From an optimization exercise on the open Yosys and OpenROAD flow, aimed at small area; shortcuts taken in it are not production practice.
Function was checked by simulation only, so behaviour that the tests miss may differ from the original.
No activity file was given, so power comes from the tool's default toggle rates.

== lane 4 ==
// beaconShooter
module beaconShooter #(
	parameter int WindowCycles = 1000,
	parameter int DebounceDepth = 5,
	parameter logic [20:0] ServoPeriod = 21'd2000,
	parameter logic [20:0] RestWidthLeft = 21'd60,
	parameter logic [20:0] RestWidthRight = 21'd225,
	parameter logic [20:0] FireStep = 21'd55,
	parameter int HoldCycles = 20000,
	parameter int ScanBits = 10
) (
	input wire logic clock,
	input wire logic arstN,
	input wire logic sensorLeft,
	input wire logic sensorRight,
	output logic servoLeft,
	output logic servoRight,
	output logic [6:0] segments,
	output logic [3:0] anodes
);
	localparam logic [10:0] PeriodBase = 11'd48;
	logic [10:0] periodCount;
	logic [11:0] periodCountInc;
	logic periodEnd;
	logic freeze;
	logic push;
	logic resume;
	logic [2:0] periods;          
	logic ringFull;
	logic started;
	assign periodCountInc = {&periodCount, roverPkg::rippleInc(periodCount, 1'b1)};
	assign periodEnd = periodCountInc[11];
  ...
Size in the first run: about 210 flip-flops, ~17 I/O pins, about 0.0068 mm² of cells after synthesis.
clock: 10.0 ns
lec_check: 0
cap_margin: 20
core_margin: 2
core_utilization: 60
cts_buf_list: sky130_fd_sc_hd__clkbuf_4
cts_cluster_diameter: 40
cts_cluster_size: 10
slew_margin: 20
standard.sh (not shown) runs the stock make flow with config.mk's settings and CLKGATE_MAP_FILE= SYNTH_SCRIPT=/design/flow/synth_recipe.tcl, a recipe that flattens the netlist after the stock synthesis.
==> flow/flow/run.sh <==
#!/bin/bash
# Standard layout (standard.sh, standard synthesis) with four changes: CTS
# without dummy loads and with small clock buffers, the buffers left by ABC
# removed at floorplan, buf_1 as the port buffer cell (every input and output
# port still gets its own buffer), and gates with slack downsized before the
# placement repair (flow/pre_resize.tcl). The whole ORFS output goes to
# standard.log, and each step's log stays under orfs/logs.
set -e
export CTS_ARGS="-sink_clustering_enable -repair_clock_nets -buf_list {sky130_fd_sc_hd__clkbuf_2 sky130_fd_sc_hd__clkbuf_4} -sink_clustering_size 8 -sink_clustering_max_diameter 35 -dont_use_dummy_load"
export REMOVE_ABC_BUFFERS=1
export BUFFER_PORTS_ARGS="-buffer_cell sky130_fd_sc_hd__buf_1"
export PRE_RESIZE_TCL="$(pwd)/flow/pre_resize.tcl"
bash standard.sh > standard.log 2>&1
==> flow/flow/pre_resize.tcl <==
# Downsize gates that have slack to spare (power recovery) before the
# placement repair, which then fixes any slew or capacitance it leaves.
set_dont_use $::env(DONT_USE_CELLS)
estimate_parasitics -placement
repair_timing -recover_power 100 -verbose
Lane 4 went all the way through the flow, and no timing, DRC or antenna check failed.
What lane 1 does differently from lane 4 at the input level:
-- flow/flow/run.sh --
<<< lane 4, line 7
# standard.log, and each step's log stays under orfs/logs.
set -e
export CTS_ARGS="-sink_clustering_enable -repair_clock_nets -buf_list {sky130_fd_sc_hd__clkbuf_2 sky130_fd_sc_hd__clkbuf_4} -sink_clustering_size 8 -sink_clustering_max_diameter 35 -dont_use_dummy_load"
export REMOVE_ABC_BUFFERS=1
export BUFFER_PORTS_ARGS="-buffer_cell sky130_fd_sc_hd__buf_1"
>>> lane 1, line 7
# standard.log, and each step's log stays under orfs/logs.
set -e
export CTS_ARGS="-sink_clustering_enable -repair_clock_nets -buf_list sky130_fd_sc_hd__clkbuf_4 -sink_clustering_size 10 -sink_clustering_max_diameter 40 -dont_use_dummy_load"
export REMOVE_ABC_BUFFERS=1
export BUFFER_PORTS_ARGS="-buffer_cell sky130_fd_sc_hd__buf_1"
==> flow/flow/pre_resize.tcl <==
# Downsize gates that have slack to spare (power recovery) before the
# placement repair, which then fixes any slew or capacitance it leaves.
# The largest buffers and inverters are left out of the repairs, so that
# high-fanout nets get a tree of small buffers rather than one large one.
set_dont_use $::env(DONT_USE_CELLS)
set_dont_use {sky130_fd_sc_hd__buf_8 sky130_fd_sc_hd__buf_12 sky130_fd_sc_hd__buf_16 sky130_fd_sc_hd__bufbuf_8 sky130_fd_sc_hd__bufbuf_16 sky130_fd_sc_hd__bufinv_8 sky130_fd_sc_hd__bufinv_16 sky130_fd_sc_hd__clkbuf_8 sky130_fd_sc_hd__clkbuf_16 sky130_fd_sc_hd__clkinv_8 sky130_fd_sc_hd__clkinv_16 sky130_fd_sc_hd__inv_8 sky130_fd_sc_hd__inv_12 sky130_fd_sc_hd__inv_16}
estimate_parasitics -placement
repair_timing -recover_power 100 -verbose
## What came out
Maximum ir drop on the vdd rail: lane 1 vs lane 4 up 6.8 µV. Post-layout worst setup margin: lane 1 higher than lane 4. From lane 4 to lane 1 the numbers moved as follows: power share of the combinational group shows no meaningful change; overall power has decreased; combinational power now sits lower; sequential power neither gained nor lost much; routed wire length level. Summary: with lane 4 as the reference, post-route cell area in lane 1 moved down slightly. Lane 4 -> lane 1: data arrival time at the worst-slack endpoint flat.

========
## v36
beaconShooter, a different RTL version from the one above (not shown whole).
Size: about 620 cells after synthesis, ~210 flip-flops, about 17 I/O pins.
export LEC_CHECK = 0
export CAP_MARGIN = 20
export CORE_MARGIN = 2
export CORE_UTILIZATION = 60
export CTS_BUF_LIST = sky130_fd_sc_hd__clkbuf_4
export CTS_CLUSTER_DIAMETER = 40
export CTS_CLUSTER_SIZE = 10
export SLEW_MARGIN = 20
create_clock -name core_clock -period 10.0 [get_ports {clock}]
run.sh (not shown) runs the stock make flow with config.mk's settings and CLKGATE_MAP_FILE= SYNTH_SCRIPT=/design/flow/synth_recipe.tcl, a recipe that flattens the netlist after the stock synthesis.
Stock flow here: none of the scripts above is used.
What v3 does differently from v36 at the input level:
==> flow/flow/run.sh (new file) <==
#!/bin/bash
# Standard layout (standard.sh, standard synthesis) with two changes: CTS
# without dummy loads and with small clock buffers, and the buffers left by
# ABC removed at floorplan. The whole ORFS output goes to standard.log, and
# each step's log stays under orfs/logs.
set -e
export CTS_ARGS="-sink_clustering_enable -repair_clock_nets -buf_list sky130_fd_sc_hd__clkbuf_4 -sink_clustering_size 10 -sink_clustering_max_diameter 40 -dont_use_dummy_load"
export REMOVE_ABC_BUFFERS=1
bash standard.sh > standard.log 2>&1
==> flow/standard.sh (new file) <==
#!/bin/bash
# synth_recipe.tcl (not shown) runs the flow's synth.tcl, then flattens the netlist and writes it again
# the make line also repeats each setting of config.mk as NAME=value (left out here)
make -C /OpenROAD-flow-scripts/flow DESIGN_CONFIG=/design/flow/config.mk WORK_HOME=/design/flow/orfs CLKGATE_MAP_FILE= SYNTH_SCRIPT=/design/flow/synth_recipe.tcl "${@:-finish}"
removed: flow/run.sh
Notes after the runs:
v3 vs v36, sum of met3 wire segment lengths after detailed routing went up by 23 um. Looking at the reports, v3 completed the entire flow and the layout it produced met the timing, DRC and antenna checks. Sequential power essentially unchanged between v3 and v36. On total CTS buffers, the higher figure sits with v3, not v36. Global routing met3 resource utilization, v36 and v3: higher on v3. | total power | higher: v36 |. Cell area | v3 vs v36 | v3 smaller. v3 ends up with a first-pass GRT wire length that is 1.5% lower than in v36. v3: worst setup slack is 0.10 ns higher than what v36 reported. In v3, the worst hold slack after final layout came out 0.014 ns below the value in v36.
Changes in v13 relative to v3:
==> flow/flow/run.sh <==
#!/bin/bash
# Standard layout, with three changes: CTS without dummy loads and with
# small clock buffers, buffers left by ABC removed at floorplan, and power
# recovery (downsizing of gates with slack to spare) after global routing.
set -e
export CTS_ARGS="-sink_clustering_enable -repair_clock_nets -buf_list sky130_fd_sc_hd__clkbuf_4 -sink_clustering_size 10 -sink_clustering_max_diameter 40 -dont_use_dummy_load"
export REMOVE_ABC_BUFFERS=1
export RECOVER_POWER=100
cp standard.sh out/standard.sh.copy 2>/dev/null || true
bash standard.sh > standard.log 2>&1
Notes after the runs:
v13 finished all stages; layout check result: FAIL, due to max-capacitance violations, max-slew violations.
Post-route clock skew across v13 and v3: no real change.
v13 vs. v3: worst stage delay on the critical path up 0.84 ns; switching fraction of total power flat.
Slowest cell on the critical path = sky130_fd_sc_hd__inv_2: v3; slowest cell on the critical path = sky130_fd_sc_hd__clkbuf_1: v13
Summary of v13 over v3: clock power held; post-route clock period utilization went up 15 points; slack of the worst reg-to-reg path went down 1.52 ns.

[separate check: timing with driven ports]
Ports are ideal in the flow. The routed layouts listed here were re-timed in OpenROAD.
Step 1 assumes that a clkbuf_16 drives the clock port and a buf_2 every other input.
Step 2 times the ports against the registers' clock, not the clock port: input delays grow and output delays shrink by t, the midpoint of the rising clock arrivals with the driver on.
Three values: no drivers, after step 1, after step 2; two values: the first two.
run | t, ns | setup slack, ns | worst setup path at the end | latest minus earliest clock arrival (ns)
lane 4 | 0.554 | 4.038 / 4.038 / 4.038 | register to register | 0.047 / 0.046
lane 1 | 0.619 | 4.115 / 4.115 / 4.115 | register to register | 0.096 / 0.096
v36 | 0.641 | 5.389 / 5.389 / 5.389 | register to register | 0.020 / 0.021
v3 | 0.630 | 5.493 / 5.493 / 5.493 | register to register | 0.070 / 0.070
v13 | 0.633 | 3.973 / 3.973 / 3.658 | input, reset recovery | 0.068 / 0.069
For v13, which loses most, drivers alone change the setup slack by 0.000 ns; drivers and shift together by -0.315 ns. Setup slack includes reset recovery checks.
